What follows belongs to an exercise in optimizing a design on an open flow for small area; a production flow would make more cautious choices.
The RTL was checked by simulation tests, not by an equivalence proof against the original design.
Power figures rest on the tool's default switching activity, not on a simulated workload.

==> flow/design.v <==
`timescale 1ns/1ps
package swin_pkg;
   localparam int PIX_W       = 8;
   localparam int BEAT_PIX    = 16;
   localparam int BANK_PIX    = 8;
   localparam int NUM_BANKS   = 3;
   localparam int NUM_GROUPS  = 3;
   localparam int GROUP_PIX   = BANK_PIX * NUM_BANKS;   
   localparam int CONF_ADDR_W = 9;
   localparam int CONF_W      = 19;
   localparam int CYCLE_W     = 8;
   localparam int OFFSET_W    = 3;
   localparam int SPLIT_W     = CONF_W - 1 - CYCLE_W - NUM_BANKS - OFFSET_W;
   localparam int BANK_W      = BANK_PIX * PIX_W;        
   localparam int BEAT_W      = BEAT_PIX * PIX_W;        
   localparam int WORD_W      = GROUP_PIX * PIX_W;       
   typedef logic [BEAT_W-1:0]    pix_beat_t;
   typedef logic [WORD_W-1:0]    group_word_t;
   typedef logic [GROUP_PIX-1:0] group_mask_t;
   typedef enum logic [NUM_GROUPS-1:0] {
      GRP_0 = 3'b001,
      GRP_1 = 3'b010,
      GRP_2 = 3'b100
   } grp_t;
   typedef enum logic [NUM_BANKS-1:0] {
      SHUF_NONE = 3'b011,
      SHUF_ONE  = 3'b101,
      SHUF_TWO  = 3'b110
   } shuf_t;
   typedef struct packed {
      logic [SPLIT_W-1:0]   split;      
      logic                 addr_ret;
      logic [CYCLE_W-1:0]   cycle;
      logic [NUM_BANKS-1:0] order;
      logic [OFFSET_W-1:0]  offset;
   } conf_entry_t;
   typedef struct packed {
      logic [NUM_GROUPS-1:0] group_en;
      logic [NUM_BANKS-1:0]  addr_inc;
      group_mask_t           mask;
      group_word_t           data;
   } bram_wr_t;
endpackage
`timescale 1ns/1ps
module conf_sequencer (
   input  logic                   clk,
   input  logic                   rst_n,
   input  logic                   pix_vld,
   input  swin_pkg::pix_beat_t              pix_data,
   input  swin_pkg::conf_entry_t            conf_rd_data,
   output logic [swin_pkg::CONF_ADDR_W-1:0] conf_rd_addr,
   output logic                             vld_q,
   output logic [swin_pkg::NUM_GROUPS-1:0]  grp_q,
   output logic [swin_pkg::NUM_BANKS-1:0]   shuf_q,
   output logic [swin_pkg::OFFSET_W-1:0]    offset_q,
   output swin_pkg::pix_beat_t              pix_q
);
   logic [swin_pkg::CYCLE_W-1:0] beat_cnt;    
   logic                         line_start;
   assign line_start = pix_vld && (beat_cnt == '0);
   always_ff @(posedge clk or negedge rst_n) begin
      if (!rst_n) begin
         vld_q        <= 1'b0;
         beat_cnt     <= '0;
         grp_q        <= swin_pkg::GRP_2;   
         shuf_q       <= swin_pkg::SHUF_NONE;
         offset_q     <= '0;
         conf_rd_addr <= '0;
      end else begin
         vld_q <= pix_vld;
         if (line_start) begin
            beat_cnt <= conf_rd_data.cycle;
            grp_q    <= {grp_q[1:0], grp_q[2]};
            shuf_q   <= conf_rd_data.order;
            offset_q <= conf_rd_data.offset;
            if (conf_rd_data.addr_ret)
               conf_rd_addr <= '0;
            else
               conf_rd_addr <= conf_rd_addr + 1'b1;
         end else if (pix_vld) begin
            beat_cnt <= beat_cnt - 1'b1;
            shuf_q   <= {shuf_q[0], shuf_q[2:1]};   
         end
      end
   end
   always_ff @(posedge clk)
      pix_q <= pix_data;
endmodule
`timescale 1ns/1ps
module write_aligner (
   input  logic                             clk,
   input  logic                             rst_n,
   input  logic                             vld_q,
   input  logic [swin_pkg::NUM_GROUPS-1:0]  grp_q,
   input  logic [swin_pkg::NUM_BANKS-1:0]   shuf_q,
   input  logic [swin_pkg::OFFSET_W-1:0]    offset_q,
   input  swin_pkg::pix_beat_t              pix_q,
   output swin_pkg::bram_wr_t               bram_wr,
   output logic [swin_pkg::NUM_GROUPS-1:0]  rd_group_sel,
   output logic [swin_pkg::NUM_GROUPS-1:0]  en3,
   output logic [swin_pkg::NUM_BANKS-1:0]   inc3,
   output logic [swin_pkg::OFFSET_W-1:0]    off3,
   output swin_pkg::pix_beat_t              pix3
);
   localparam int BW = swin_pkg::BANK_W;
   logic [swin_pkg::NUM_GROUPS-1:0] en1, en2;
   logic [swin_pkg::NUM_BANKS-1:0]  inc1, inc2;
   logic [swin_pkg::OFFSET_W-1:0]   off1, off2;
   swin_pkg::pix_beat_t             pix1, pix2;
   always_ff @(posedge clk or negedge rst_n) begin
      if (!rst_n) begin
         en1  <= '0;
         inc1 <= '0;
         en2  <= '0;
         inc2 <= '0;
         en3  <= '0;
         inc3 <= '0;
      end else begin
         en1  <= vld_q ? grp_q : '0;
         inc1 <= vld_q ? shuf_q : '0;
         en2  <= en1;
         inc2 <= inc1;
         en3  <= en2;
         inc3 <= inc2;
      end
   end
   always_ff @(posedge clk) begin
      off1 <= offset_q;
      off2 <= off1;
      off3 <= off2;
      pix1 <= pix_q;
      pix2 <= pix1;
      pix3 <= pix2;
   end
   swin_pkg::group_word_t word;
   swin_pkg::group_mask_t msk;
   assign word = swin_pkg::group_word_t'(pix3) << {off3, 3'b000};
   assign msk  = swin_pkg::group_mask_t'(16'hffff) << off3;
   logic r0, r1, r2;
   assign r0 = ~inc3[2];
   assign r1 = ~inc3[1];
   assign r2 = ~inc3[0];
   swin_pkg::group_word_t data;
   swin_pkg::group_mask_t mask;
   assign data = ({3*BW{r0}} & word)
               | ({3*BW{r1}} & {word[2*BW-1:0], word[3*BW-1:2*BW]})
               | ({3*BW{r2}} & {word[BW-1:0],   word[3*BW-1:BW]});
   assign mask = ({24{r0}} & msk)
               | ({24{r1}} & {msk[15:0], msk[23:16]})
               | ({24{r2}} & {msk[7:0],  msk[23:8]});
   assign bram_wr      = {en3, inc3, mask, data};
   assign rd_group_sel = en3;
endmodule
`timescale 1ns/1ps
module line_assembler (
   input  logic                             clk,
   input  logic                             rst_n,
   input  logic [swin_pkg::NUM_GROUPS-1:0]  en3,
   input  logic [swin_pkg::NUM_BANKS-1:0]   inc3,
   input  logic [swin_pkg::OFFSET_W-1:0]    off3,
   input  swin_pkg::pix_beat_t              pix3,
   input  swin_pkg::group_word_t            rd_data_gp0,
   input  swin_pkg::group_word_t            rd_data_gp1,
   input  swin_pkg::group_word_t            rd_data_gp2,
   output swin_pkg::pix_beat_t              line_0,
   output swin_pkg::pix_beat_t              line_1,
   output swin_pkg::pix_beat_t              line_2,
   output logic                             line_vld
);
   localparam int BW = swin_pkg::BANK_W;
   localparam int WW = swin_pkg::WORD_W;
   logic                            v4, v5, v6;
   logic [swin_pkg::NUM_GROUPS-1:0] g4;
   logic [swin_pkg::NUM_BANKS-1:0]  i4;
   logic [swin_pkg::OFFSET_W-1:0]   o4;
   swin_pkg::pix_beat_t             pix4, pix5, pix6;
   swin_pkg::pix_beat_t             a5, b5, a6, b6;
   always_ff @(posedge clk or negedge rst_n) begin
      if (!rst_n) begin
         v4       <= 1'b0;
         v5       <= 1'b0;
         v6       <= 1'b0;
         line_vld <= 1'b0;
      end else begin
         v4       <= |en3;
         v5       <= v4;
         v6       <= v5;
         line_vld <= v6;
      end
   end
   swin_pkg::group_word_t ha, hb;
   assign ha = ({WW{g4[0]}} & rd_data_gp1) | ({WW{g4[1]}} & rd_data_gp2) | ({WW{g4[2]}} & rd_data_gp0);
   assign hb = ({WW{g4[0]}} & rd_data_gp2) | ({WW{g4[1]}} & rd_data_gp0) | ({WW{g4[2]}} & rd_data_gp1);
   logic r0, r1, r2;
   assign r0 = ~i4[2];
   assign r1 = ~i4[1];
   assign r2 = ~i4[0];
   swin_pkg::group_word_t ua, ub;
   assign ua = ({WW{r0}} & ha)
             | ({WW{r1}} & {ha[BW-1:0],   ha[3*BW-1:BW]})
             | ({WW{r2}} & {ha[2*BW-1:0], ha[3*BW-1:2*BW]});
   assign ub = ({WW{r0}} & hb)
             | ({WW{r1}} & {hb[BW-1:0],   hb[3*BW-1:BW]})
             | ({WW{r2}} & {hb[2*BW-1:0], hb[3*BW-1:2*BW]});
   swin_pkg::group_word_t sa, sb;
   assign sa = ua >> {o4, 3'b000};
   assign sb = ub >> {o4, 3'b000};
   always_ff @(posedge clk) begin
      g4   <= en3;
      i4   <= inc3;
      o4   <= off3;
      pix4 <= pix3;
      pix5 <= pix4;
      pix6 <= pix5;
      line_2 <= pix6;
      a5 <= sa[swin_pkg::BEAT_W-1:0];
      b5 <= sb[swin_pkg::BEAT_W-1:0];
      a6 <= a5;
      b6 <= b5;
      line_0 <= a6;
      line_1 <= b6;
   end
endmodule
`timescale 1ns/1ps
module swin_decoder (
   input  logic                   clk,
   input  logic                   rst_n,
   input  logic                   pix_vld,
   input  swin_pkg::pix_beat_t              pix_data,
   input  swin_pkg::conf_entry_t            conf_rd_data,
   output logic [swin_pkg::CONF_ADDR_W-1:0] conf_rd_addr,
   output swin_pkg::bram_wr_t               bram_wr,
   output swin_pkg::grp_t                   rd_group_sel,
   input  swin_pkg::group_word_t            rd_data_gp0,
   input  swin_pkg::group_word_t            rd_data_gp1,
   input  swin_pkg::group_word_t            rd_data_gp2,
   output swin_pkg::pix_beat_t              line_0,
   output swin_pkg::pix_beat_t              line_1,
   output swin_pkg::pix_beat_t              line_2,
   output logic                   line_vld
);
   logic                             vld_q;
   logic [swin_pkg::NUM_GROUPS-1:0]  grp_q;
   logic [swin_pkg::NUM_BANKS-1:0]   shuf_q;
   logic [swin_pkg::OFFSET_W-1:0]    offset_q;
   swin_pkg::pix_beat_t              pix_q;
   logic [swin_pkg::NUM_GROUPS-1:0]  en3;
   logic [swin_pkg::NUM_BANKS-1:0]   inc3;
   logic [swin_pkg::OFFSET_W-1:0]    off3;
   swin_pkg::pix_beat_t              pix3;
   logic [swin_pkg::NUM_GROUPS-1:0]  rd_sel;
   conf_sequencer conf_sequencer_i (
      .clk          (clk),
      .rst_n        (rst_n),
      .pix_vld      (pix_vld),
      .pix_data     (pix_data),
      .conf_rd_data (conf_rd_data),
      .conf_rd_addr (conf_rd_addr),
      .vld_q        (vld_q),
      .grp_q        (grp_q),
      .shuf_q       (shuf_q),
      .offset_q     (offset_q),
      .pix_q        (pix_q)
   );
   write_aligner write_aligner_i (
      .clk          (clk),
      .rst_n        (rst_n),
      .vld_q        (vld_q),
      .grp_q        (grp_q),
      .shuf_q       (shuf_q),
      .offset_q     (offset_q),
      .pix_q        (pix_q),
      .bram_wr      (bram_wr),
      .rd_group_sel (rd_sel),
      .en3          (en3),
      .inc3         (inc3),
      .off3         (off3),
      .pix3         (pix3)
   );
   assign rd_group_sel = swin_pkg::grp_t'(rd_sel);
   line_assembler line_assembler_i (
      .clk         (clk),
      .rst_n       (rst_n),
      .en3         (en3),
      .inc3        (inc3),
      .off3        (off3),
      .pix3        (pix3),
      .rd_data_gp0 (rd_data_gp0),
      .rd_data_gp1 (rd_data_gp1),
      .rd_data_gp2 (rd_data_gp2),
      .line_0      (line_0),
      .line_1      (line_1),
      .line_2      (line_2),
      .line_vld    (line_vld)
   );
endmodule
==> flow/run.sh <==
#!/bin/bash
# synth_recipe.tcl (not shown) runs the flow's synth.tcl, then flattens the netlist and writes it again
# the make line also repeats each setting of config.mk as NAME=value (left out here)
make -C /OpenROAD-flow-scripts/flow DESIGN_CONFIG=/design/flow/config.mk WORK_HOME=/design/flow/orfs CLKGATE_MAP_FILE= SYNTH_SCRIPT=/design/flow/synth_recipe.tcl finish
==> flow/config.mk <==
export PLATFORM = sky130hd
export DESIGN_NAME = swin_decoder
export DESIGN_NICKNAME = swin_decoder
export VERILOG_FILES = /design/flow/design.v
export SDC_FILE = /design/flow/constraint.sdc
export NUM_CORES = 4
export LEC_CHECK = 0
export ABC_AREA = 1
export CAP_MARGIN = 20
export CORE_MARGIN = 2
export CORE_UTILIZATION = 65
export PLACE_DENSITY = 0.72
export SLEW_MARGIN = 20
==> flow/constraint.sdc <==
create_clock -name core_clock -period 4.0 [get_ports {clk}]
set_input_delay 0.8000 -clock core_clock [delete_from_list [all_inputs] [get_ports {clk}]]
set_output_delay 0.8000 -clock core_clock [all_outputs]
set_load 0.01 [all_outputs]
==> flow_summary.toml, run 1 <==
[status]
error = "[ERROR PPL-0024] Number of IO pins (1345) exceeds maximum number of available positions (1208). Increase the die perimeter from 1338.72um to 1829.20um."
status = "did not finish"
stop_stage = "I/O pin placement (3_2_place_iop)"

[logic_synthesis]
synth_area_um2 = 71100
synth_cell_type_count = 42
synth_seq_cells = 1859
syn-num-nets = 10198
ys_seq_area_frac = 0.527
syn_inst = 9470
avgSynthCellArea_um2 = 7.51
ys_warn_count = 3

[die]
row_count = 121
die_y_um = 335
fp.dieW_um = 335
initial_core_util = 0.654
kinds of logic after synthesis:
logic type	after synthesis	synth area share
and+or+nand+nor	6619	0.395
DFF	1859	0.527
buffers and inverters	687	0.0526
AOI/OAI and AO/OA	271	0.0203
muxes	24	0.00338
xor gates and xnor gates	8	0.000986
adders and majority gates	2	0.000352
cells in the mapped netlist:
cell      instances  share of area
nor2_4            2        0.00032
buf_1           123         0.0065
o22ai_1           1       0.000088
buf_4            37         0.0039
inv_2             8        0.00042
a21oi_1          21         0.0015
buf_2           179          0.013
buf_6            93          0.015
dfrtp_1          46          0.016
o21ai_2           1        0.00012
or2_1             8        0.00070
and2_1           13         0.0011
nand3_1        2105           0.15
mux2i_1          24         0.0034
buf_12            6         0.0017
dfstp_2           3         0.0011
nand3_2          29         0.0041
inv_4             1       0.000088
o21ai_1         134         0.0094
o221ai_1          2        0.00025
nor2_1           74         0.0039
o21ai_0          83         0.0058
clkinv_1          3        0.00016
clkbuf_1        173         0.0091
or3_1             1       0.000088
nand2_1        4246           0.22
nor3_1            3        0.00021
o211ai_1         25         0.0026
nor3_4            1        0.00023
a31oi_1           1       0.000088
nand4_1         119          0.010
or2_2            15         0.0013
o211ai_2          1        0.00018
nand3b_1          2        0.00021
ha_1              2        0.00035
o21a_1            1        0.00011
xor2_1            6        0.00074
xnor2_1           2        0.00025
inv_1            64         0.0034
o31ai_1           1        0.00011
nor2_2            1       0.000088
dfxtp_1        1810           0.51
==> run 2, diff against run 1 <==
==> flow/flow/run.sh (new file) <==
#!/bin/bash
# The standard layout (the standard.sh, standard synthesis unchanged) with two changes:
# port buffers use the smallest buffer cell, and CTS inserts no dummy loads.
set -euo pipefail
export BUFFER_PORTS_ARGS="-buffer_cell sky130_fd_sc_hd__buf_1"
export CTS_ARGS="-sink_clustering_enable -repair_clock_nets -dont_use_dummy_load"
bash standard.sh finish > standard_flow.log 2>&1
==> flow/standard.sh (new file) <==
#!/bin/bash
# synth_recipe.tcl (not shown) runs the flow's synth.tcl, then flattens the netlist and writes it again
# the make line also repeats each setting of config.mk as NAME=value (left out here)
make -C /OpenROAD-flow-scripts/flow DESIGN_CONFIG=/design/flow/config.mk WORK_HOME=/design/flow/orfs CLKGATE_MAP_FILE= SYNTH_SCRIPT=/design/flow/synth_recipe.tcl "${@:-finish}"
--- a/flow/config.mk
+++ b/flow/config.mk
@@ -6,8 +6,7 @@
 export NUM_CORES = 4
 export LEC_CHECK = 0
-export ABC_AREA = 1
 export CAP_MARGIN = 20
 export CORE_MARGIN = 2
-export CORE_UTILIZATION = 65
-export PLACE_DENSITY = 0.72
+export CORE_UTILIZATION = 60
+export PLACE_DENSITY = 0.7
 export SLEW_MARGIN = 20
removed: flow/run.sh
==> run 2 against run 1 <==
Effect of this change: the run again fails in I/O pin placement (3_2_place_iop); synthesized cell count is 38% lower; area after synthesis decreased by 7.9%.
==> flow_summary.toml, run 2 <==
[logic_synthesis]
yosysMostFrequentCell = "dfxtp_1"
yosys-top-cells-count = "1,810 x dfxtp_1, 494 x nor2_1, 471 x o22ai_1"
ys_warn_count = 3
synth_cell_type_count = 48
yosys.area.top_type_share = 0.553
syn_inst = 5878
synth_top_area_cell = "dfxtp_1"
synth_area_leaders = "dfxtp_1 55%, a222oi_1 5.9%, mux4_2 5.5%"
avgSynthCellArea_um2 = 11.1
synth_ff_type = "dfxtp_1"
syn-num-nets = 6606
ys_async_sr_fraction = 0.0264
ys_seq_area_frac = 0.572
synth_seq_cells = 1859
synth_area_um2 = 65500
synth-edff-count = 0

[status]
status = "did not finish"
error = "[ERROR PPL-0024] Number of IO pins (1345) exceeds maximum number of available positions (1208). Increase the die perimeter from 1337.50um to 1829.20um."
stop_stage = "I/O pin placement (3_2_place_iop)"

[die]
initial_core_util = 0.603
fp.dieW_um = 334
row_count = 121
die_y_um = 334
## run 2: changes by cell type after synthesis, moves of 159 or more
cell | previous run | this run
a21oi_1 | 21 | 211
a222oi_1 | 0 | 384
clkbuf_1 | 173 | 428
mux2i_1 | 24 | 252
mux4_2 | 0 | 159
nand2_1 | 4246 | 115
nand3_1 | 2105 | 7
nor2_1 | 74 | 494
nor3_1 | 3 | 162
o21ai_0 | 83 | 462
o22ai_1 | 1 | 471
## run 2: kinds of logic after synthesis
logic type	count (synthesis)	share of synthesized area
muxes	434	0.0972
DFF	1859	0.572
buffers and inverters	576	0.0354
AOI/OAI and AO/OA	2146	0.239
and+or+nand+nor	861	0.0558
adders and majority gates	2	0.000382
==> run 3, diff against run 2 <==
--- a/flow/design.v
+++ b/flow/design.v
@@ -103,5 +103,4 @@
    output swin_pkg::pix_beat_t              pix3
 );
-   localparam int BW = swin_pkg::BANK_W;
    logic [swin_pkg::NUM_GROUPS-1:0] en1, en2;
    logic [swin_pkg::NUM_BANKS-1:0]  inc1, inc2;
@@ -133,20 +132,31 @@
       pix3 <= pix2;
    end
-   swin_pkg::group_word_t word;
-   swin_pkg::group_mask_t msk;
-   assign word = swin_pkg::group_word_t'(pix3) << {off3, 3'b000};
-   assign msk  = swin_pkg::group_mask_t'(16'hffff) << off3;
+   localparam int PW = swin_pkg::PIX_W;
+   localparam int HW = swin_pkg::BEAT_W;
+   swin_pkg::pix_beat_t x1, x2, rot;
+   assign x1  = off3[0] ? {pix3[HW-1*PW-1:0], pix3[HW-1:HW-1*PW]} : pix3;
+   assign x2  = off3[1] ? {x1[HW-2*PW-1:0],   x1[HW-1:HW-2*PW]}   : x1;
+   assign rot = off3[2] ? {x2[HW-4*PW-1:0],   x2[HW-1:HW-4*PW]}   : x2;
    logic r0, r1, r2;
    assign r0 = ~inc3[2];
    assign r1 = ~inc3[1];
    assign r2 = ~inc3[0];
+   logic [2:0] src0, src1, src2;    
+   assign src0 = {r2, r1, r0};      
+   assign src1 = {r1, r0, r2};      
+   assign src2 = {r0, r2, r1};      
    swin_pkg::group_word_t data;
    swin_pkg::group_mask_t mask;
-   assign data = ({3*BW{r0}} & word)
-               | ({3*BW{r1}} & {word[2*BW-1:0], word[3*BW-1:2*BW]})
-               | ({3*BW{r2}} & {word[BW-1:0],   word[3*BW-1:BW]});
-   assign mask = ({24{r0}} & msk)
-               | ({24{r1}} & {msk[15:0], msk[23:16]})
-               | ({24{r2}} & {msk[7:0],  msk[23:8]});
+   always_comb begin
+      for (int b = 0; b < 3; b++) begin
+         for (int i = 0; i < 8; i++) begin
+            logic lo, hi;
+            lo = (src0[b] && (i >= off3)) || (src2[b] && (i < off3));
+            hi = src1[b];
+            mask[8*b+i] = lo | hi;
+            data[(8*b+i)*PW +: PW] = ({PW{lo}} & rot[i*PW +: PW]) | ({PW{hi}} & rot[(8+i)*PW +: PW]);
+         end
+      end
+   end
    assign bram_wr      = {en3, inc3, mask, data};
    assign rd_group_sel = en3;
@@ -168,5 +178,4 @@
    output logic                             line_vld
 );
-   localparam int BW = swin_pkg::BANK_W;
    localparam int WW = swin_pkg::WORD_W;
    logic                            v4, v5, v6;
@@ -192,18 +201,41 @@
    assign ha = ({WW{g4[0]}} & rd_data_gp1) | ({WW{g4[1]}} & rd_data_gp2) | ({WW{g4[2]}} & rd_data_gp0);
    assign hb = ({WW{g4[0]}} & rd_data_gp2) | ({WW{g4[1]}} & rd_data_gp0) | ({WW{g4[2]}} & rd_data_gp1);
+   localparam int PW = swin_pkg::PIX_W;
+   localparam int HW = swin_pkg::BEAT_W;
    logic r0, r1, r2;
    assign r0 = ~i4[2];
    assign r1 = ~i4[1];
    assign r2 = ~i4[0];
-   swin_pkg::group_word_t ua, ub;
-   assign ua = ({WW{r0}} & ha)
-             | ({WW{r1}} & {ha[BW-1:0],   ha[3*BW-1:BW]})
-             | ({WW{r2}} & {ha[2*BW-1:0], ha[3*BW-1:2*BW]});
-   assign ub = ({WW{r0}} & hb)
-             | ({WW{r1}} & {hb[BW-1:0],   hb[3*BW-1:BW]})
-             | ({WW{r2}} & {hb[2*BW-1:0], hb[3*BW-1:2*BW]});
-   swin_pkg::group_word_t sa, sb;
-   assign sa = ua >> {o4, 3'b000};
-   assign sb = ub >> {o4, 3'b000};
+   logic [2:0] sel_hi;                
+   logic [2:0] sel_lo [8];            
+   assign sel_hi = {r1, r0, r2};
+   always_comb begin
+      for (int j = 0; j < 8; j++)
+         sel_lo[j] = (j >= o4) ? {r2, r1, r0} : {r0, r2, r1};
+   end
+   swin_pkg::pix_beat_t ya, yb;
+   always_comb begin
+      for (int j = 0; j < 8; j++) begin
+         ya[j*PW +: PW] = ({PW{sel_lo[j][0]}} & ha[j*PW +: PW])
+                        | ({PW{sel_lo[j][1]}} & ha[(8+j)*PW +: PW])
+                        | ({PW{sel_lo[j][2]}} & ha[(16+j)*PW +: PW]);
+         yb[j*PW +: PW] = ({PW{sel_lo[j][0]}} & hb[j*PW +: PW])
+                        | ({PW{sel_lo[j][1]}} & hb[(8+j)*PW +: PW])
+                        | ({PW{sel_lo[j][2]}} & hb[(16+j)*PW +: PW]);
+         ya[(8+j)*PW +: PW] = ({PW{sel_hi[0]}} & ha[j*PW +: PW])
+                            | ({PW{sel_hi[1]}} & ha[(8+j)*PW +: PW])
+                            | ({PW{sel_hi[2]}} & ha[(16+j)*PW +: PW]);
+         yb[(8+j)*PW +: PW] = ({PW{sel_hi[0]}} & hb[j*PW +: PW])
+                            | ({PW{sel_hi[1]}} & hb[(8+j)*PW +: PW])
+                            | ({PW{sel_hi[2]}} & hb[(16+j)*PW +: PW]);
+      end
+   end
+   swin_pkg::pix_beat_t a1, a2, sa, b1, b2, sb;
+   assign a1 = o4[0] ? {ya[1*PW-1:0], ya[HW-1:1*PW]} : ya;
+   assign a2 = o4[1] ? {a1[2*PW-1:0], a1[HW-1:2*PW]} : a1;
+   assign sa = o4[2] ? {a2[4*PW-1:0], a2[HW-1:4*PW]} : a2;
+   assign b1 = o4[0] ? {yb[1*PW-1:0], yb[HW-1:1*PW]} : yb;
+   assign b2 = o4[1] ? {b1[2*PW-1:0], b1[HW-1:2*PW]} : b1;
+   assign sb = o4[2] ? {b2[4*PW-1:0], b2[HW-1:4*PW]} : b2;
    always_ff @(posedge clk) begin
       g4   <= en3;
@@ -214,6 +246,6 @@
       pix6 <= pix5;
       line_2 <= pix6;
-      a5 <= sa[swin_pkg::BEAT_W-1:0];
-      b5 <= sb[swin_pkg::BEAT_W-1:0];
+      a5 <= sa;
+      b5 <= sb;
       a6 <= a5;
       b6 <= b5;
==> flow/flow/run.sh (replaced) <==
#!/bin/bash
# The standard layout (standard.sh, with the standard synthesis unchanged) with two
# changes: the port buffers use the smallest buffer cell, and CTS inserts no dummy loads.
set -euo pipefail
export BUFFER_PORTS_ARGS="-buffer_cell sky130_fd_sc_hd__buf_1"
export CTS_ARGS="-sink_clustering_enable -repair_clock_nets -dont_use_dummy_load"
bash standard.sh finish > standard_flow.log 2>&1
--- a/flow/config.mk
+++ b/flow/config.mk
@@ -7,6 +7,7 @@
 export LEC_CHECK = 0
 export CAP_MARGIN = 20
+export CORE_ASPECT_RATIO = 0.25
 export CORE_MARGIN = 2
-export CORE_UTILIZATION = 60
-export PLACE_DENSITY = 0.7
+export CORE_UTILIZATION = 44
+export PLACE_DENSITY = 0.6
 export SLEW_MARGIN = 20
==> run 3 against run 2 <==
Effect of this change: the layout now fails its checks (negative setup slack); area after synthesis down 4.2%; synthesized cell count shrank 19%.
==> flow_summary.toml, run 3 <==
[logic_synthesis]
yosysMostFrequentCell = "dfxtp_1"
synth-edff-count = 0
avgSynthCellArea_um2 = 13.1
synth_area_um2 = 62700
synth_ff_type = "dfxtp_1"
ys_async_sr_fraction = 0.0264
ys_seq_area_frac = 0.597
yosys-top-cells-count = "1,810 x dfxtp_1, 400 x a222oi_1, 384 x mux4_2"
synth_cell_type_count = 55
syn-num-nets = 5514
synth_area_leaders = "dfxtp_1 58%, mux4_2 14%, a222oi_1 6.4%"
yosys.area.top_type_share = 0.578
ys_warn_count = 4
syn_inst = 4786
synth_seq_cells = 1859
synth_top_area_cell = "dfxtp_1"

[route]
wl_per_cell_um = 38.6
routed_wl_um = 313000
drcViolationCount = 0
num_vias = 53189
drtAntennaViolNets = 0
first_pass_iters = 19
via_per_inst = 6.57
drtIter0Drc = 11290

[layout]
nets = 6843
mostFrequentLayoutCells = "1,798 x dfxtp_1, 1,339 x buf_1, 400 x a222oi_1, 384 x mux4_2, 353 x o22ai_1"
final_util = 0.523
areaGrowthSynthToFinish_pct = 18.2
drive_gt1_frac = 0.147
layout_commonest_cell = "dfxtp_1"

[die]
die-area_um2 = 146000
initial_core_util = 0.443
fp.dieW_um = 759
pin_count = 1345
fp.coreArea_um2 = 142000
row_count = 69
die_y_um = 193

[clock_network]
clk_pin_slew_ns = 0.08
cts_made_buffers = 119
cts.path.max_buffers = 3
cts_sinks = 1859
cts_root_buf = "clkbuf_16"
clk-insertion-delay-late_ns = 0.79
htreeDepth = 3
cts_tree = "built"

[setup_path]
endpoint = "line_assembler_i.b5[105]"
timing.rr.end = "line_assembler_i.b5[105]"
reg2reg_slack_ns = -0.18
startpoint = "line_assembler_i.o4[2]"
worstRegToRegCells = 7
crit_type = "flip-flop to flip-flop"
arrival_ns = 4.80
reg2reg_from = "line_assembler_i.o4[2]"
path_max_fanout = 32
start_kind = "flip-flop"
crit_path_end_kind = "flip-flop"
required_ns = 4.63

[pwr]
peakVddDrop_mv = 0.464
switching_share = 0.386
pwr-share-clk = 0.195
combPwrFrac = 0.389
p_int_mw = 34.9
power.switching_mw = 21.9
p_total_mw = 56.8
seq_power_share = 0.416
power.density_nw_per_um2 = 766
p_leak_nw = 27.2

[global_route]
grt_use_met2 = 0.519
grt_usage = 0.406
met3_usage = 0.228
grt_max_degree = 129
first_global_vias = 45498
gr-total-overflow = 0
grt_first_pass_wirelength_um = 399000
grt_use_met1 = 0.568
busiest_layer = "met1"
antenna_found_initial = 87

[place]
dp_hpwl_um = 256000
place_worst_setup_slack_ns = 0.398
io_buffers = 1340
routabilityCongestion = 1.13

[timing]
finalSetupViolCount = 8
finalSetupTns_ns = -0.985
max_freq_mhz = 239
setup_slack_ns = -0.178
final-hold-violation-count = 0
max_slew.worst_pin.slew_ns = 1.31
period_share = 1.04
maxSlewHeadroom = 0.127
skew_ns = 0.106
period_needed_ns = 4.18
rsz0062_at_grt = "false"
drv_slew = 0

[run]
cap_violations = 0

[worst_hold_path]
holdPathStages = 1
holdCritPathClass = "input pin to flip-flop"

[status]
status = "complete, but fails checks"
violations = "negative setup slack"
==> run 3: cell count changes after synthesis, sizes merged, moves of 128 or more <==
cell,previous run,this run
o32ai,130,0
o221a,128,0
o21ai,466,81
clkbuf,428,241
a22oi,142,0
nor2,494,215
mux4,159,384
==> run 3: worst min-delay path by stage <==
stage	start	slack, ns	to
after global routing	pix_data[121]	0.05	conf_sequencer_i.pix_q[121]
final	pix_data[114]	0.08	conf_sequencer_i.pix_q[114]
after floorplan	line_assembler_i.a5[0]	0.31	line_assembler_i.a6[0]
after detailed placement	write_aligner_i.off2[1]	0.31	write_aligner_i.off3[1]
after global placement	write_aligner_i.pix2[115]	0.31	write_aligner_i.pix3[115]
after CTS	pix_data[114]	0.04	conf_sequencer_i.pix_q[114]
==> run 3: power groups by stage <==
stage	Sequential, mW	Clock [mW]	Combinational (mW)
6_report	23.6	11.1	22.1
5_1_grt	23.9	11.9	22.5
4_1_cts	23.7	11.2	20.9
3_5_place_dp	24.1	0	20.7
3_3_place_gp	24.0	0	20.6
2_1_floorplan	23.8	0	11.1
==> run 3: layout make-up <==
cell class                      count  area, um2
Antenna cell                       68        170
Clock buffer                      119       2980
Fill cell                       12508      67500
Inverter                           54        208
Multi-Input combinational cell   2430      23200
Sequential cell                  1859      37500
Tap cell                         1917       2400
Timing Repair Buffer             1651       7680
==> run 3: kinds of logic after synthesis <==
logic type | synth area share
compound gates | 0.154
flops | 0.597
simple gates | 0.0486
mux | 0.165
buf+inv | 0.0349
fa+ha+maj | 0.000399
==> run 3: timing repair <==
item,CTS,global route
buffers inserted,2,3
cloned,0,0
endpoints found under the setup margin,68,53
resized for setup,6,14
hold buffers,0,0
hold endpoints to repair,0,0
==> run 3: layer usage <==
layer,vias to the layer above,wire [um],share of wire
li1,21584,-,-
met5,-,1020,0.0033
met2,3987,119000,0.38
met4,52,9750,0.031
met1,26900,132000,0.42
met3,666,50600,0.16
==> run 3: metrics by stage <==
stage               std cells  cell area, um2  hold slack [ns]
floorplan                4786           62700            0.310
global placement         7906           70800            0.310
detailed placement       7906           70800            0.312
CTS                      8027           73900           0.0417
global route             8063           74100           0.0483
finish                   8098           74200           0.0834
==> run 3: worst max-delay path, stage by stage (launching register included) <==
cell and delay, ns:
dfxtp_4 0.51, a21oi_4 0.27, mux2i_1 1.01, buf_4 0.39, a222oi_1 0.24, buf_4 0.22
a21oi_1 0.89, mux4_2 0.46
==> run 4, diff against run 3 <==
--- a/flow/design.v
+++ b/flow/design.v
@@ -99,10 +99,13 @@
    output logic [swin_pkg::NUM_GROUPS-1:0]  rd_group_sel,
    output logic [swin_pkg::NUM_GROUPS-1:0]  en3,
-   output logic [swin_pkg::NUM_BANKS-1:0]   inc3,
    output logic [swin_pkg::OFFSET_W-1:0]    off3,
+   output logic [23:0]                      lo3,
+   output logic [2:0]                       hi3,
    output swin_pkg::pix_beat_t              pix3
 );
+   localparam int PW = swin_pkg::PIX_W;
+   localparam int HW = swin_pkg::BEAT_W;
    logic [swin_pkg::NUM_GROUPS-1:0] en1, en2;
-   logic [swin_pkg::NUM_BANKS-1:0]  inc1, inc2;
+   logic [swin_pkg::NUM_BANKS-1:0]  inc1, inc2, inc3;
    logic [swin_pkg::OFFSET_W-1:0]   off1, off2;
    swin_pkg::pix_beat_t             pix1, pix2;
@@ -124,26 +127,28 @@
       end
    end
+   logic [2:0] r2h;       
+   logic [23:0] lo2;
+   logic [2:0]  hi2;
+   assign r2h = ~{inc2[0], inc2[1], inc2[2]};
+   assign hi2 = {r2h[1], r2h[0], r2h[2]};    
+   always_comb begin
+      for (int i = 0; i < 8; i++)
+         for (int b = 0; b < 3; b++)
+            lo2[3*i+b] = (i >= off2) ? r2h[b] : r2h[(b+1)%3];
+   end
    always_ff @(posedge clk) begin
       off1 <= offset_q;
       off2 <= off1;
       off3 <= off2;
+      lo3  <= lo2;
+      hi3  <= hi2;
       pix1 <= pix_q;
       pix2 <= pix1;
       pix3 <= pix2;
    end
-   localparam int PW = swin_pkg::PIX_W;
-   localparam int HW = swin_pkg::BEAT_W;
    swin_pkg::pix_beat_t x1, x2, rot;
    assign x1  = off3[0] ? {pix3[HW-1*PW-1:0], pix3[HW-1:HW-1*PW]} : pix3;
    assign x2  = off3[1] ? {x1[HW-2*PW-1:0],   x1[HW-1:HW-2*PW]}   : x1;
    assign rot = off3[2] ? {x2[HW-4*PW-1:0],   x2[HW-1:HW-4*PW]}   : x2;
-   logic r0, r1, r2;
-   assign r0 = ~inc3[2];
-   assign r1 = ~inc3[1];
-   assign r2 = ~inc3[0];
-   logic [2:0] src0, src1, src2;    
-   assign src0 = {r2, r1, r0};      
-   assign src1 = {r1, r0, r2};      
-   assign src2 = {r0, r2, r1};      
    swin_pkg::group_word_t data;
    swin_pkg::group_mask_t mask;
@@ -151,9 +156,7 @@
       for (int b = 0; b < 3; b++) begin
          for (int i = 0; i < 8; i++) begin
-            logic lo, hi;
-            lo = (src0[b] && (i >= off3)) || (src2[b] && (i < off3));
-            hi = src1[b];
-            mask[8*b+i] = lo | hi;
-            data[(8*b+i)*PW +: PW] = ({PW{lo}} & rot[i*PW +: PW]) | ({PW{hi}} & rot[(8+i)*PW +: PW]);
+            mask[8*b+i] = lo3[3*i+b] | hi3[b];
+            data[(8*b+i)*PW +: PW] = ({PW{lo3[3*i+b]}} & rot[i*PW +: PW])
+                                   | ({PW{hi3[b]}}      & rot[(8+i)*PW +: PW]);
          end
       end
@@ -167,6 +170,6 @@
    input  logic                             rst_n,
    input  logic [swin_pkg::NUM_GROUPS-1:0]  en3,
-   input  logic [swin_pkg::NUM_BANKS-1:0]   inc3,
    input  logic [swin_pkg::OFFSET_W-1:0]    off3,
+   input  logic [2:0]                       hi3,
    input  swin_pkg::pix_beat_t              pix3,
    input  swin_pkg::group_word_t            rd_data_gp0,
@@ -181,5 +184,5 @@
    logic                            v4, v5, v6;
    logic [swin_pkg::NUM_GROUPS-1:0] g4;
-   logic [swin_pkg::NUM_BANKS-1:0]  i4;
+   logic [2:0]                      hi4;
    logic [swin_pkg::OFFSET_W-1:0]   o4;
    swin_pkg::pix_beat_t             pix4, pix5, pix6;
@@ -204,7 +207,7 @@
    localparam int HW = swin_pkg::BEAT_W;
    logic r0, r1, r2;
-   assign r0 = ~i4[2];
-   assign r1 = ~i4[1];
-   assign r2 = ~i4[0];
+   assign r0 = hi4[1];
+   assign r1 = hi4[2];
+   assign r2 = hi4[0];
    logic [2:0] sel_hi;                
    logic [2:0] sel_lo [8];            
@@ -240,5 +243,5 @@
    always_ff @(posedge clk) begin
       g4   <= en3;
-      i4   <= inc3;
+      hi4  <= hi3;
       o4   <= off3;
       pix4 <= pix3;
@@ -278,5 +281,6 @@
    swin_pkg::pix_beat_t              pix_q;
    logic [swin_pkg::NUM_GROUPS-1:0]  en3;
-   logic [swin_pkg::NUM_BANKS-1:0]   inc3;
+   logic [23:0]                      lo3;
+   logic [2:0]                       hi3;
    logic [swin_pkg::OFFSET_W-1:0]    off3;
    swin_pkg::pix_beat_t              pix3;
@@ -306,6 +310,7 @@
       .rd_group_sel (rd_sel),
       .en3          (en3),
-      .inc3         (inc3),
       .off3         (off3),
+      .lo3          (lo3),
+      .hi3          (hi3),
       .pix3         (pix3)
    );
@@ -315,6 +320,6 @@
       .rst_n       (rst_n),
       .en3         (en3),
-      .inc3        (inc3),
       .off3        (off3),
+      .hi3         (hi3),
       .pix3        (pix3),
       .rd_data_gp0 (rd_data_gp0),
==> flow/flow/run.sh (replaced) <==
#!/bin/bash
# The standard layout (standard.sh, with the standard synthesis unchanged) with these
# changes: the port buffers use the smallest buffer cell, CTS uses clkbuf_8 and inserts no
# dummy loads, and global route's repair downsizes gates off the critical paths.
set -euo pipefail
export BUFFER_PORTS_ARGS="-buffer_cell sky130_fd_sc_hd__buf_1"
export CTS_ARGS="-sink_clustering_enable -repair_clock_nets -dont_use_dummy_load -buf_list sky130_fd_sc_hd__clkbuf_8"
export RECOVER_POWER=100
bash standard.sh finish > standard_flow.log 2>&1
--- a/flow/config.mk
+++ b/flow/config.mk
@@ -7,7 +7,7 @@
 export LEC_CHECK = 0
 export CAP_MARGIN = 20
-export CORE_ASPECT_RATIO = 0.25
+export CORE_ASPECT_RATIO = 0.4
 export CORE_MARGIN = 2
-export CORE_UTILIZATION = 44
-export PLACE_DENSITY = 0.6
+export CORE_UTILIZATION = 50
+export PLACE_DENSITY = 0.62
 export SLEW_MARGIN = 20
==> run 4 against run 3 <==
Effect of this change: the layout still fails its checks (negative setup slack); area after synthesis grew 1.7%; die area decreased by 11%; hold slack worse by 0.012 ns; critical path type unchanged; largest cell class unchanged.
==> flow_summary.toml, run 4 <==
[timing]
max_slew.worst_pin.slew_ns = 1.45
finalSetupViolCount = 17
max_freq_mhz = 240
skew_ns = 0.0752
rsz0062_at_grt = "true"
drv_slew = 0
period_needed_ns = 4.17
final-hold-violation-count = 0
period_share = 1.04
maxSlewHeadroom = 0.0305
hold_ws_ns = 0.0713
setup_slack_ns = -0.165

[clock_network]
htreeDepth = 4
cts_sinks = 1883
cts.path.max_buffers = 4
cts_tree = "built"
cts_made_buffers = 229
clk_pin_slew_ns = 0.06
cts_root_buf = "clkbuf_8"
clk-insertion-delay-late_ns = 0.93

[route]
drcViolationCount = 0
first_pass_iters = 19
via_per_inst = 6.54
routed_wl_um = 274000
wl_per_cell_um = 33.8
drtAntennaViolNets = 0
drtIter0Drc = 11084
num_vias = 53043

[die]
row_count = 82
fp.coreArea_um2 = 126000
die_y_um = 230
pin_count = 1345
die-area_um2 = 131000
fp.dieW_um = 569
initial_core_util = 0.507

[layout]
multi_input_area_um2 = 23600
areaGrowthSynthToFinish_pct = 19.2
mostFrequentLayoutCells = "1,819 x dfxtp_1, 1,315 x buf_1, 444 x a222oi_1, 384 x mux4_2, 260 x a21oi_1"
drive_gt1_frac = 0.160
layout_commonest_cell = "dfxtp_1"
final_util = 0.604
nets = 7080
nFillCells = 10199
regArea_um2 = 38000
fin_cells = 8112

[worst_hold_path]
holdCritPathClass = "input pin to flip-flop"

[logic_synthesis]
syn_inst = 4824
syn-num-nets = 5552
yosys-top-cells-count = "1,834 x dfxtp_1, 444 x a222oi_1, 384 x mux4_2"
ys_async_sr_fraction = 0.0260
synthAdderAreaFrac = 0.000392
yosys.area_share.simple = 0.0375
avgSynthCellArea_um2 = 13.2
ys_warn_count = 4
synthMuxAreaShare = 0.181
synth_xor_area_frac = 0
synth-edff-count = 0
synth_ff_type = "dfxtp_1"
synth_top_family_by_area = "multiplexers"
synth_seq_cells = 1883
synth_area_leaders = "dfxtp_1 58%, mux4_2 14%, a222oi_1 7.0%"
yosysMostFrequentCell = "dfxtp_1"
synth_top_area_cell = "dfxtp_1"
yosys.area.top_type_share = 0.575
synth_compound_area_frac = 0.151
synth_cell_type_count = 56
synth_area_um2 = 63800
ys_seq_area_frac = 0.595

[setup_path]
critPathSlowestCell = "dfxtp_2"
critPathTopFamily = "multiplexers"
critical_path_buf_inv_count = 1
crit_top_cell = "mux2i_1"
path_cells = "nand3_1 > mux2i_1 > clkbuf_1 > a222oi_1 > mux2i_1 > mux4_2"
crit_path_end_kind = "flip-flop"
crit_type = "flip-flop to flip-flop"
arrival_ns = 4.97
required_ns = 4.80
cp_slowest_stage_delay_ns = 1.06
start_kind = "flip-flop"
path_max_fanout = 32

[place]
io_buffers = 1340
dp_hpwl_um = 215000
place_inst = 7674
routabilityCongestion = 1.08

[global_route]
grt_first_pass_wirelength_um = 365000
antenna_found_initial = 86
first_global_vias = 47743
gr-total-overflow = 0
grt_usage = 0.400
grt_max_degree = 106

[status]
violations = "negative setup slack"
status = "complete, but fails checks"

[pwr]
p_total_mw = 53.6
power.density_nw_per_um2 = 705
p_leak_nw = 29.6
peakVddDrop_mv = 0.452

[run]
cap_violations = 0
==> run 4: cell count changes in the layout (fill, tap and decap cells not counted), moves of 118 or more <==
cell	previous run	this run
clkbuf_8	0	229
o22ai_1	353	132
a22o_1	0	192
dlygate4sd3_1	0	122
a21oi_1	140	260
clkbuf_16	119	1
==> run 4: path summary, 6_finish.rpt <==
path                                          start                            to  slack, ns  cells past startpoint
setup reg to reg             line_assembler_i.o4[2]       line_assembler_i.b5[34]      -0.17                      6
setup / recovery             line_assembler_i.o4[2]       line_assembler_i.b5[34]      -0.17                      6
hold reg to reg            write_aligner_i.pix1[18]      write_aligner_i.pix2[18]       0.26                      0
max in group asynchronous                     rst_n        write_aligner_i.en2[1]       1.33                      3
min in group asynchronous                     rst_n  conf_sequencer_i.beat_cnt[4]       0.70                      2
hold / removal                         pix_data[47]    conf_sequencer_i.pix_q[47]       0.07                      1
==> run 4: stage by stage <==
stage               TNS [ns]  area [um2]  setup WS (ns)
global placement           0       71500          0.545
floorplan                  0       63800          0.964
global route          -0.220       75900        -0.0173
detailed placement         0       71500          0.639
CTS                        0       75900         0.0363
finish                 -1.17       76000         -0.165
==> run 4: layer usage <==
metal  GRT usage  share of wire
met1       0.531           0.39
met2       0.581           0.43
met3       0.156           0.14
met4       0.164          0.045
met5      0.0120         0.0017
==> run 4: final cells by class <==
class | count | share of cell area
repair buffers | 1732 | 0.111
well taps | 1680 | 0.0276
inverters | 121 | 0.00624
clock buffers | 229 | 0.0415
multi-input cells | 2385 | 0.311
flip-flops and latches | 1883 | 0.500
diodes | 82 | 0.00270
==> run 4: cells by family (layout without fill, tap and decap cells) <==
group	count (synthesis)	count (layout)
mux	660	660
fa+ha+maj	2	2
compound gates	1210	1210
flops	1883	1883
other cells	0	82
simple gates	513	513
buf+inv	556	2082
==> run 4: worst register-to-register path: stages (launching register included) <==
cell and delay [ns]:
dfxtp_2 1.06, nand3_1 0.44, mux2i_1 0.43, clkbuf_1 0.46, a222oi_1 0.30, mux2i_1 0.95, mux4_2 0.45
==> run 4: timing repair <==
action,CTS,global route
resized for setup,0,2
setup endpoints to repair,164,12
hold buffers,121,1
setup buffers,3,1
cloned,0,1
hold endpoints to repair,141,1
==> run 4: where the power goes <==
part | total, mW | internal [mW] | switching [mW]
logic | 18.0 | 7.20 | 10.8
registers | 24.3 | 21.9 | 2.46
clock network | 11.3 | 5.05 | 6.21
total | 53.6 | 34.1 | 19.5
==> run 5, diff against run 4 <==
--- a/flow/design.v
+++ b/flow/design.v
@@ -234,23 +234,25 @@
       end
    end
+   logic [swin_pkg::OFFSET_W-1:0] o5;
    swin_pkg::pix_beat_t a1, a2, sa, b1, b2, sb;
-   assign a1 = o4[0] ? {ya[1*PW-1:0], ya[HW-1:1*PW]} : ya;
-   assign a2 = o4[1] ? {a1[2*PW-1:0], a1[HW-1:2*PW]} : a1;
-   assign sa = o4[2] ? {a2[4*PW-1:0], a2[HW-1:4*PW]} : a2;
-   assign b1 = o4[0] ? {yb[1*PW-1:0], yb[HW-1:1*PW]} : yb;
-   assign b2 = o4[1] ? {b1[2*PW-1:0], b1[HW-1:2*PW]} : b1;
-   assign sb = o4[2] ? {b2[4*PW-1:0], b2[HW-1:4*PW]} : b2;
+   assign a1 = o5[0] ? {a5[1*PW-1:0], a5[HW-1:1*PW]} : a5;
+   assign a2 = o5[1] ? {a1[2*PW-1:0], a1[HW-1:2*PW]} : a1;
+   assign sa = o5[2] ? {a2[4*PW-1:0], a2[HW-1:4*PW]} : a2;
+   assign b1 = o5[0] ? {b5[1*PW-1:0], b5[HW-1:1*PW]} : b5;
+   assign b2 = o5[1] ? {b1[2*PW-1:0], b1[HW-1:2*PW]} : b1;
+   assign sb = o5[2] ? {b2[4*PW-1:0], b2[HW-1:4*PW]} : b2;
    always_ff @(posedge clk) begin
       g4   <= en3;
       hi4  <= hi3;
       o4   <= off3;
+      o5   <= o4;
       pix4 <= pix3;
       pix5 <= pix4;
       pix6 <= pix5;
       line_2 <= pix6;
-      a5 <= sa;
-      b5 <= sb;
-      a6 <= a5;
-      b6 <= b5;
+      a5 <= ya;
+      b5 <= yb;
+      a6 <= sa;
+      b6 <= sb;
       line_0 <= a6;
       line_1 <= b6;
==> flow/flow/run.sh (replaced) <==
#!/bin/bash
# The standard layout (standard.sh, with the standard synthesis unchanged) with two
# changes: the port buffers use the smallest buffer cell, and CTS inserts no dummy loads.
set -euo pipefail
export BUFFER_PORTS_ARGS="-buffer_cell sky130_fd_sc_hd__buf_1"
export CTS_ARGS="-sink_clustering_enable -repair_clock_nets -dont_use_dummy_load"
bash standard.sh finish > standard_flow.log 2>&1
--- a/flow/config.mk
+++ b/flow/config.mk
@@ -7,7 +7,8 @@
 export LEC_CHECK = 0
 export CAP_MARGIN = 20
-export CORE_ASPECT_RATIO = 0.4
+export CORE_ASPECT_RATIO = 0.25
 export CORE_MARGIN = 2
-export CORE_UTILIZATION = 50
-export PLACE_DENSITY = 0.62
+export CORE_UTILIZATION = 44
+export PLACE_DENSITY = 0.6
+export SETUP_SLACK_MARGIN = 0.15
 export SLEW_MARGIN = 20
==> run 5 against run 4 <==
Effect of this change: critical path type is now flip-flop to output port; register-to-register slack improved by 1.1 ns; design area decreased by 0.39%; highest routed layer unchanged; power decreased by 7.9%; now clean on timing, DRC and antenna.
==> flow_summary.toml, run 5 <==
[setup_path]
path_max_fanout = 64
cp_slowest_stage_delay_ns = 0.43
critical_path_buf_inv_count = 2
reg2reg_slack_ns = 0.92
required_ns = 3.20
crit_path_end_kind = "output port"
arrival_ns = 3.07
path_cells = "nand2_8 > buf_4 > o22ai_1 > nor2_1 > a22o_1 > buf_1"
critPathTopFamily = "simple AND/OR/NAND/NOR gates"
critPathSlowestCell = "dfxtp_4"
start_kind = "flip-flop"
crit_type = "flip-flop to output port"

[layout]
drive_gt1_frac = 0.162
final_util = 0.529
nets = 7356
mostFrequentLayoutCells = "1,822 x dfxtp_1, 1,339 x buf_1, 788 x nand2_1, 397 x mux2_2, 375 x a22oi_1"
nFillCells = 13006
layout_commonest_cell = "dfxtp_1"
areaGrowthSynthToFinish_pct = 18.3

[timing]
max_slew.worst_pin.slew_ns = 1.36
drv_slew = 0
finalSetupTns_ns = 0
period_needed_ns = 3.87
final-hold-violation-count = 0
setup_slack_ns = 0.127
rsz0062_at_grt = "true"
skew_ns = 0.102
period_share = 0.968
max_freq_mhz = 258
maxSlewHeadroom = 0.0965
finalSetupViolCount = 0

[logic_synthesis]
yosys.area.top_type_share = 0.574
synth_cell_type_count = 49
ys_seq_area_frac = 0.593
avgSynthCellArea_um2 = 11.9
yosysMostFrequentCell = "dfxtp_1"
ys_warn_count = 4
synth_area_leaders = "dfxtp_1 57%, mux4_2 9.0%, mux2_2 7.0%"
yosys-top-cells-count = "1,837 x dfxtp_1, 789 x nand2_1, 397 x mux2_2"
synth_ff_type = "dfxtp_1"
syn_inst = 5385
synth-edff-count = 0
synth_top_area_cell = "dfxtp_1"
ys_async_sr_fraction = 0.0260
synth_area_um2 = 64000
syn-num-nets = 6113
synth_seq_cells = 1886

[global_route]
grt_first_pass_wirelength_um = 406000
grt_max_degree = 104
gr-total-overflow = 0
grt_usage = 0.397
antenna_found_initial = 214
first_global_vias = 47156

[pwr]
p_leak_nw = 31.5
power.density_nw_per_um2 = 652
p_total_mw = 49.4
peakVddDrop_mv = 0.472

[place]
place_worst_setup_slack_ns = 0.676
io_buffers = 1340
dp_hpwl_um = 251000
routabilityCongestion = 1.21

[run]
cap_violations = 0

[die]
initial_core_util = 0.447
die_y_um = 195
die-area_um2 = 149000
pin_count = 1345
row_count = 69
fp.dieW_um = 767
fp.coreArea_um2 = 143000

[clock_network]
cts_tree = "built"
cts_made_buffers = 140
cts.path.max_buffers = 4
clk-insertion-delay-late_ns = 0.82
clk_pin_slew_ns = 0.08
cts_root_buf = "clkbuf_16"
cts_sinks = 1886
htreeDepth = 4

[route]
drtAntennaViolNets = 0
via_per_inst = 6.14
num_vias = 53549
drtIter0Drc = 9510
first_pass_iters = 13
drcViolationCount = 0
wl_per_cell_um = 35.6
routed_wl_um = 310000

[status]
status = "no timing/DRC/antenna violations"

[worst_hold_path]
holdCritPathClass = "input pin to flip-flop"
==> run 5: cell count changes after synthesis, sizes merged, moves of 120 or more <==
| cell | before | now |
|---|---|---|
| a21oi | 261 | 15 |
| o22ai | 132 | 256 |
| mux4 | 384 | 256 |
| a22oi | 48 | 375 |
| mux2 | 134 | 397 |
| inv | 119 | 262 |
| a222oi | 444 | 255 |
| mux2i | 142 | 22 |
| nand2 | 113 | 789 |
==> run 5: per-layer routing <==
layer | global-route usage | vias to the layer above | share of wire
li1 | - | 22264 | -
met4 | 0.138 | 72 | 0.038
met2 | 0.541 | 3782 | 0.40
met3 | 0.174 | 642 | 0.14
met5 | 0 | - | 0.0015
met1 | 0.557 | 26789 | 0.42
==> run 5: final timing paths <==
check	from	to	cells past startpoint
min in group asynchronous	rst_n	conf_sequencer_i.vld_q	1
worst max-delay path	write_aligner_i.off3[2]	bram_wr[101]	6
max in group asynchronous	rst_n	conf_sequencer_i.conf_rd_addr[4]	2
worst min register to register	line_assembler_i.a6[10]	line_assembler_i.line_0[10]	0
worst min-delay path	pix_data[89]	conf_sequencer_i.pix_q[89]	1
worst max register to register	line_assembler_i.o4[2]	line_assembler_i.a5[10]	5
==> run 5: report_power, final <==
group	total (mW)	internal, mW	switching, mW
Combinational	15.4	5.52	9.93
Clock	12.6	6.20	6.38
Sequential	21.3	19.6	1.71
==> run 5: cells by family (layout without fill, tap and decap cells) <==
family	after synthesis	after routing	synth area share
multiplexers	675	675	0.163
AO/OA/AOI/OAI	1130	1130	0.140
flip-flops	1886	1886	0.593
AND/OR/NAND/NOR	1010	1013	0.0622
other	0	147	0
XOR/XNOR	1	1	0.000137
adder cells (fa/ha/maj)	2	2	0.000391
buffers and inverters	681	1919	0.0403
==> run 5: stage by stage <==
stage / hold slack, ns / instance area [um2] / cells
2_1_floorplan: 0.310 / 64000 / 5385
5_1_grt: 0.0185 / 75600 / 8654
6_report: 0.0589 / 75700 / 8725
3_3_place_gp: 0.310 / 71500 / 8417
4_1_cts: 0.0250 / 75300 / 8573
3_5_place_dp: 0.312 / 71500 / 8417
==> run 5: layout make-up <==
| type | count | area (um2) | area share |
|---|---|---|---|
| Tap cell | 1952 | 2440 | 0.0322 |
| Multi-Input combinational cell | 2821 | 23600 | 0.312 |
| Clock buffer | 140 | 3500 | 0.0463 |
| Timing Repair Buffer | 1516 | 6740 | 0.0889 |
| Inverter | 263 | 987 | 0.0130 |
| Antenna cell | 147 | 368 | 0.00486 |
| Sequential cell | 1886 | 38100 | 0.503 |
==> run 5: what timing repair did <==
item,in CTS,in global routing
endpoints found under the hold margin,0,0
resized for setup,44,3
pin swaps,1,0
gates cloned,4,0
setup endpoints to repair,158,37
setup buffers,12,2
hold buffers,0,0
==> run 6, diff against run 5 <==
--- a/flow/design.v
+++ b/flow/design.v
@@ -201,7 +201,7 @@
       end
    end
-   swin_pkg::group_word_t ha, hb;
-   assign ha = ({WW{g4[0]}} & rd_data_gp1) | ({WW{g4[1]}} & rd_data_gp2) | ({WW{g4[2]}} & rd_data_gp0);
-   assign hb = ({WW{g4[0]}} & rd_data_gp2) | ({WW{g4[1]}} & rd_data_gp0) | ({WW{g4[2]}} & rd_data_gp1);
+   swin_pkg::group_word_t hna, hnb;
+   assign hna = ~(({WW{g4[0]}} & rd_data_gp1) | ({WW{g4[1]}} & rd_data_gp2) | ({WW{g4[2]}} & rd_data_gp0));
+   assign hnb = ~(({WW{g4[0]}} & rd_data_gp2) | ({WW{g4[1]}} & rd_data_gp0) | ({WW{g4[2]}} & rd_data_gp1));
    localparam int PW = swin_pkg::PIX_W;
    localparam int HW = swin_pkg::BEAT_W;
@@ -220,16 +220,16 @@
    always_comb begin
       for (int j = 0; j < 8; j++) begin
-         ya[j*PW +: PW] = ({PW{sel_lo[j][0]}} & ha[j*PW +: PW])
-                        | ({PW{sel_lo[j][1]}} & ha[(8+j)*PW +: PW])
-                        | ({PW{sel_lo[j][2]}} & ha[(16+j)*PW +: PW]);
-         yb[j*PW +: PW] = ({PW{sel_lo[j][0]}} & hb[j*PW +: PW])
-                        | ({PW{sel_lo[j][1]}} & hb[(8+j)*PW +: PW])
-                        | ({PW{sel_lo[j][2]}} & hb[(16+j)*PW +: PW]);
-         ya[(8+j)*PW +: PW] = ({PW{sel_hi[0]}} & ha[j*PW +: PW])
-                            | ({PW{sel_hi[1]}} & ha[(8+j)*PW +: PW])
-                            | ({PW{sel_hi[2]}} & ha[(16+j)*PW +: PW]);
-         yb[(8+j)*PW +: PW] = ({PW{sel_hi[0]}} & hb[j*PW +: PW])
-                            | ({PW{sel_hi[1]}} & hb[(8+j)*PW +: PW])
-                            | ({PW{sel_hi[2]}} & hb[(16+j)*PW +: PW]);
+         ya[j*PW +: PW] = ~(({PW{sel_lo[j][0]}} & hna[j*PW +: PW])
+                          | ({PW{sel_lo[j][1]}} & hna[(8+j)*PW +: PW])
+                          | ({PW{sel_lo[j][2]}} & hna[(16+j)*PW +: PW]));
+         yb[j*PW +: PW] = ~(({PW{sel_lo[j][0]}} & hnb[j*PW +: PW])
+                          | ({PW{sel_lo[j][1]}} & hnb[(8+j)*PW +: PW])
+                          | ({PW{sel_lo[j][2]}} & hnb[(16+j)*PW +: PW]));
+         ya[(8+j)*PW +: PW] = ~(({PW{sel_hi[0]}} & hna[j*PW +: PW])
+                              | ({PW{sel_hi[1]}} & hna[(8+j)*PW +: PW])
+                              | ({PW{sel_hi[2]}} & hna[(16+j)*PW +: PW]));
+         yb[(8+j)*PW +: PW] = ~(({PW{sel_hi[0]}} & hnb[j*PW +: PW])
+                              | ({PW{sel_hi[1]}} & hnb[(8+j)*PW +: PW])
+                              | ({PW{sel_hi[2]}} & hnb[(16+j)*PW +: PW]));
       end
    end
==> run 6 against run 5 <==
Effect of this change: first-iteration DRC count is 16% higher; clock power hardly changed; critical endpoint is now bram_wr[141]; clock skew is 0.012 ns lower; design area is 3.0% lower.
==> flow_summary.toml, run 6 <==
[layout]
drive_gt1_frac = 0.176
fin_cells = 7829
layout_commonest_cell = "dfxtp_1"
areaGrowthSynthToFinish_pct = 18.0
mostFrequentLayoutCells = "1,822 x dfxtp_1, 1,339 x buf_1, 396 x mux2_2, 396 x a22o_1, 391 x a222oi_1"
nets = 6571

[logic_synthesis]
yosys-top-cells-count = "1,837 x dfxtp_1, 396 x a22o_1, 396 x mux2_2"
yosys.area_share.simple = 0.0232
synth_area_um2 = 62300
synthAdderAreaFrac = 0.000402
synth_top_area_cell = "dfxtp_1"
synthMuxAreaShare = 0.168
synth_area_leaders = "dfxtp_1 59%, mux4_2 9.3%, mux2_2 7.2%"
syn_inst = 4622
yosysMostFrequentCell = "dfxtp_1"
synth_cell_type_count = 48
ys_seq_area_frac = 0.610
ys_async_sr_fraction = 0.0260
synth-edff-count = 0
avgSynthCellArea_um2 = 13.5
synth_ff_type = "dfxtp_1"
synth_top_family_by_area = "compound AO/OA/AOI/OAI gates"
synth_compound_area_frac = 0.170
synth_xor_area_frac = 0.000141
ys_warn_count = 4
syn-num-nets = 5350
synth_seq_cells = 1886
yosys.area.top_type_share = 0.591

[timing]
finalSetupViolCount = 0
max_slew.worst_pin.slew_ns = 1.41
drv_slew = 0
skew_ns = 0.0898
final-hold-violation-count = 0
maxSlewHeadroom = 0.0576
period_share = 0.960
period_needed_ns = 3.84
rsz0062_at_grt = "true"
max_freq_mhz = 260
finalSetupTns_ns = 0

[setup_path]
crit_path_end_kind = "output port"
crit_type = "flip-flop to output port"
reg2reg_slack_ns = 0.28
path_max_fanout = 48
arrival_ns = 3.04
required_ns = 3.20
start_kind = "flip-flop"

[clock_network]
cts_tree = "built"
cts_sinks = 1886
hold_buffers = 0
clk-insertion-delay-late_ns = 0.82
cts_made_buffers = 140
cts_root_buf = "clkbuf_16"
cts.path.max_buffers = 4
clk_pin_slew_ns = 0.07
htreeDepth = 4

[route]
drtAntennaViolNets = 0
first_pass_iters = 21
routed_wl_um = 299000
num_vias = 51001
via_per_inst = 6.51
drcViolationCount = 0
wl_per_cell_um = 38.2
drtIter0Drc = 11026

[status]
status = "no timing/DRC/antenna violations"

[run]
cap_violations = 0

[die]
die_y_um = 192
initial_core_util = 0.448
die-area_um2 = 145000
fp.dieW_um = 756
pin_count = 1345
row_count = 68
fp.coreArea_um2 = 139000

[place]
routabilityCongestion = 1.11
dp_hpwl_um = 240000
io_buffers = 1340
place_inst = 7581

[global_route]
antenna_found_initial = 136
grt_first_pass_wirelength_um = 383000
gr-total-overflow = 0
grt_max_degree = 139
grt_usage = 0.390
first_global_vias = 42920

[pwr]
peakVddDrop_mv = 0.415
power.density_nw_per_um2 = 755
p_leak_nw = 27.1

[worst_hold_path]
holdCritPathClass = "input pin to flip-flop"
-- run 6: worst paths after layout --
kind | from | end | cells past startpoint
worst max register to register | line_assembler_i.o4[0] | line_assembler_i.a5[32] | 6
worst min register to register | line_assembler_i.pix5[1] | line_assembler_i.pix6[1] | 0
worst min-delay path | pix_data[121] | conf_sequencer_i.pix_q[121] | 1
worst max-delay path | write_aligner_i.off3[2] | bram_wr[141] | 6
max in group asynchronous | rst_n | conf_sequencer_i.offset_q[2] | 2
min in group asynchronous | rst_n | line_assembler_i.v6 | 2
-- run 6: layout make-up --
| class | instances | area (um2) |
|---|---|---|
| Fill cell | 12383 | 65600 |
| Sequential cell | 1886 | 38100 |
| Multi-Input combinational cell | 2306 | 22700 |
| Timing Repair Buffer | 1495 | 6590 |
| Clock buffer | 140 | 3500 |
| Tap cell | 1890 | 2360 |
| Antenna cell | 98 | 245 |
| Inverter | 14 | 52.6 |
-- run 6: cell families (layout without fill, tap and decap cells) --
group,Yosys count,count (layout)
compound gates,1323,1323
xor+xnor,1,1
flops,1886,1886
mux,678,678
fa+ha+maj,2,2
simple gates,301,302
other cells,0,98
buf+inv,431,1649
-- run 6: critical path: stages, from the launching register on --
cell and delay (ns):
dfxtp_2 0.51, nand2b_4 0.42, buf_12 0.29, o22ai_1 0.14
nor2_1 0.44, a22o_1 0.25, buf_1 0.23
-- run 6: power by group --
part / switching, mW / internal, mW / leakage, nW / total [mW]
clock network: 6.34 / 6.20 / 1.73 / 12.5
registers: 2.59 / 21.6 / 15.9 / 24.2
logic: 11.7 / 7.16 / 9.50 / 18.8
-- run 6: repair_timing --
item / CTS / global route
pin swaps: 0 / 0
setup buffers: 1 / 7
cloned: 0 / 1
setup endpoints to repair: 70 / 93
hold endpoints to repair: 0 / 0
gates resized for setup: 13 / 14
-- run 6: layer usage --
| layer | vias to the layer above | wire length, um | track usage | part of all wire |
|---|---|---|---|---|
| met2 | 3731 | 114000 | 0.499 | 0.38 |
| met4 | 68 | 6280 | 0.0706 | 0.021 |
| met5 | - | 751 | 0.0172 | 0.0025 |
| met3 | 560 | 46100 | 0.217 | 0.15 |
| li1 | 20658 | - | - | - |
| met1 | 25984 | 132000 | 0.565 | 0.44 |
-- run 6: metrics by stage --
stage | setup WS, ns | area [um2] | power (mW) | hold WS (ns) | util
after detailed placement | 0.707 | 69600 | 42.4 | 0.312 | 0.500
after CTS | 0.136 | 73100 | 54.8 | 0.0184 | 0.526
after global routing | 0.128 | 73300 | 57.1 | 0.0274 | 0.527
after floorplan | 1.57 | 62300 | 34.1 | 0.310 | -
final | 0.160 | 73500 | 55.5 | 0.0718 | 0.528
after global placement | 0.714 | 69600 | 42.3 | 0.310 | 0.500

-- port drivers added, routing unchanged --
The results above use ideal ports. As a check the final layouts listed here were re-extracted and re-timed, cells and wires unchanged. Step 1, drivers: a clkbuf_16 drives clk and a buf_2 each remaining input, both assumed. Step 2 times the ports against the registers' clock, not the clock port: input delays grow and output delays shrink by t, the midpoint of the rising clock arrivals with the driver on. Three values: no drivers, after step 1, after step 2; two values: the first two.
| run | shift t [ns] | setup slack, ns | worst hold slack (ns) | worst setup path at the end |
|---|---|---|---|---|
| run 3 | 0.837 | -0.178 / -0.178 / -0.178 | 0.083 / 0.005 / 0.265 | register to register |
| run 4 | 0.989 | -0.165 / -0.165 / -0.165 | 0.071 / 0.012 / 0.262 | register to register |
| run 5 | 0.877 | 0.127 / 0.027 / 0.904 | 0.059 / 0.003 / 0.277 | register to output |
| run 6 | 0.867 | 0.160 / 0.063 / 0.277 | 0.072 / -0.002 / 0.242 | register to register |
